Background: an optimization exercise with open tools, aiming at small area, a short achievable clock period and few clock cycles. Do not read the settings as production practice. Function was checked by simulation only, so behaviour that the tests miss may differ from the original. Power is estimated from default activity; no workload was simulated.

run 1:
// segment_allocator_with_compaction_unit
module segment_allocator_with_compaction_unit (
    input  logic        clk,
    input  logic        rst_n,
    input  logic        s_tvalid,
    output logic        s_tready,
    input  logic [23:0] s_tdata,    
    output logic        m_tvalid,
    input  logic        m_tready,
    output logic [23:0] m_tdata     
);
    function automatic logic [31:0] pfx_or(input logic [31:0] v);
        logic [31:0] r;
        r = v;
        r = r | (r << 1);
        r = r | (r << 2);
        r = r | (r << 4);
        r = r | (r << 8);
        r = r | (r << 16);
        pfx_or = r;
    endfunction
    function automatic logic [32:0] therm(input logic [5:0] t);
        for (int q = 0; q < 33; q++)
            therm[q] = (6'(q) < t);
    endfunction
    typedef struct packed {
        logic       k_alloc;
        logic       k_free;
        logic       k_comp;
        logic       k_write;
        logic       k_read;
        logic       sz_zero;
        logic [5:0] m;         
        logic [4:0] a;
        logic [7:0] wd;
    } req_t;
    logic        q0_full, q1_full;
    req_t        q0;
    logic [21:0] q1;
    logic        r_full;       
    logic        r_search;     
    logic        r_fits;
    logic        r_hit;        
    logic        r_comp;       
    logic        r_read;       
    logic [31:0] r_data;       
    logic        o0_full;
    logic [16:0] o0;           
    logic [7:0]  mem [32];
    logic [31:0] seg_s;
    logic [31:0] seg_f;
    logic [5:0]  top;
    logic [32:0] below;
    logic [4:0]  cnt;
    logic [21:0] q_in;         
    req_t        din;
    always_comb
    begin
        q_in        = q1_full ? q1 : s_tdata[21:0];
        din.k_alloc = (q_in[2:0] == KIND_ALLOC);
  ...
Settings: LEC_CHECK=0, ABC_AREA=1, CAP_MARGIN=20, CORE_MARGIN=2, CORE_UTILIZATION=40, CTS_BUF_LIST=sky130_fd_sc_hd__clkbuf_4 sky130_fd_sc_hd__clkbuf_8, SETUP_SLACK_MARGIN=3.5, SLEW_MARGIN=20, TNS_END_PERCENT=0; clock period 6.0 ns.
run.sh (not shown) runs the stock make flow with config.mk's settings and CLKGATE_MAP_FILE= SYNTH_SCRIPT=/design/flow/synth_recipe.tcl, a recipe that flattens the netlist after the stock synthesis.
Run 1 | stages: all done | timing, DRC, antenna: all pass
Testbench counts of run 1, summed over its fixed seeds: cycles 16,279.
Setup changes, run 1 to run 2
-- flow/config.mk --
<<< run 1, line 12
export CTS_BUF_LIST = sky130_fd_sc_hd__clkbuf_4 sky130_fd_sc_hd__clkbuf_8
export SETUP_SLACK_MARGIN = 3.5
export SLEW_MARGIN = 20
>>> run 2, line 12
export CTS_BUF_LIST = sky130_fd_sc_hd__clkbuf_4 sky130_fd_sc_hd__clkbuf_8
export SETUP_SLACK_MARGIN = 2.7
export SLEW_MARGIN = 20
Notes after the runs:
Both conditions hold for run 2: the flow ran to the end and the final layout passed the timing, design-rule and antenna checks.
Number of clock buffers in the layout (run 2 vs. run 1) increases by more than 10%
The routed wire length reported for run 2 is smaller than that of run 1 by 3.4%.
Re setup fix buffers added after clock tree synthesis: run 1 was higher than run 2.
Standard cell area after detailed placement essentially unchanged between run 1 and run 2.
Leakage component of the power (lower): run 2
Worst setup slack: run 1 and run 2 compared, higher one is run 1
Run 2 ended with more sequential cell fraction of total power than run 1.
Global-route usage is lower on run 2
Total area of multi-input combinational cells delta for run 2 relative to run 1: about 2.8% lower
Input-level comparison between run 3 and run 2:
-- flow/config.mk --
<<< run 2, line 12
export CTS_BUF_LIST = sky130_fd_sc_hd__clkbuf_4 sky130_fd_sc_hd__clkbuf_8
export SETUP_SLACK_MARGIN = 2.7
export SLEW_MARGIN = 20
>>> run 3, line 12
export CTS_BUF_LIST = sky130_fd_sc_hd__clkbuf_4 sky130_fd_sc_hd__clkbuf_8
export SETUP_SLACK_MARGIN = 3.0
export SLEW_MARGIN = 20
--- outcome ---
Of run 3 and run 2, run 3 shows the higher worst setup slack, with run 2 below it.
Run 3: logic depth of the worst register-to-register path higher than run 2
Run 2 → run 3: detailed-route wire length went up 2.9%, final critical path time including I/O delays and setup now sits lower.
Re clock tree buffer depth: no difference whatsoever between run 2 and run 3.
Re arrival time of the worst setup path: run 3 and run 2 aren't equal, and the lower value belongs to run 3.
Number of cells in the finished layout apart from fillers delta (run 2 -> run 3): insignificant
In the reports for run 3 and run 2, the smaller number of buffers created by CTS belongs to run 3.
Here is what was changed in the inputs of run 4 compared with run 3.
-- flow/config.mk --
<<< run 3, line 12
export CTS_BUF_LIST = sky130_fd_sc_hd__clkbuf_4 sky130_fd_sc_hd__clkbuf_8
export SETUP_SLACK_MARGIN = 3.0
>>> run 4, line 12
export CTS_BUF_LIST = sky130_fd_sc_hd__clkbuf_4 sky130_fd_sc_hd__clkbuf_8
export PLACE_DENSITY = 0.7
export SETUP_SLACK_MARGIN = 3.0
Results
- Between run 3 and run 4, the cell count went up.
- Total routing resource utilization after global routing: run 4 vs run 3 down 0.70 points
- Diff run 3 -> run 4: wire length the detailed router placed on met1 down about 9%, setup slack down 0.12 ns, detailed route wirelength on metal3 up about 26%, number of iterations in the first detailed-routing pass up 1.
- Comparing run 4 against run 3, there is no change at all in remaining antenna violation count after routing.
- Power share of the clock group on run 4 is up relative to run 3.
- The worst hold-check slack of run 4 and that of run 3 are within noise of each other.
- The internal power contribution of run 4 was inferior to that of run 3.
- Run 4: done, clean on timing, DRC and antenna

==> what the ideal ports hide <==
Ports are ideal in the flow. The routed layouts listed here were re-timed in OpenROAD. Step 1, drivers: a clkbuf_16 drives clk and a buf_2 each remaining input, both assumed. Step 2 adds t to the input delays and takes it off the output delays; t is the mean of the earliest and latest rising clock arrival at the registers after step 1. Input paths then give back, and output paths get back, about the clock's delay inside the block. Three values: ideal ports, drivers, drivers and shift; two values: the first two.
| run | t (ns) | slack for setup (ns) | clock arrival spread, ns | slew at the worst register clock pin (ns) | pins driven straight from the clock port |
|---|---|---|---|---|---|
| run 1 | 0.778 | 2.735 / 2.735 / 2.213 | 0.041 / 0.040 | 0.07 / 0.07 | 1 |
| run 2 | 0.768 | 2.416 / 2.416 / 2.180 | 0.051 / 0.051 | 0.07 / 0.07 | 1 |
| run 3 | 0.778 | 2.749 / 2.749 / 2.140 | 0.042 / 0.042 | 0.07 / 0.07 | 1 |
| run 4 | 0.776 | 2.634 / 2.634 / 2.179 | 0.049 / 0.049 | 0.08 / 0.08 | 1 |
After both steps setup and hold are still met in every run listed. The setup slack of run 3, which loses most, moves by 0.000 ns with the drivers and by -0.609 ns with both steps.
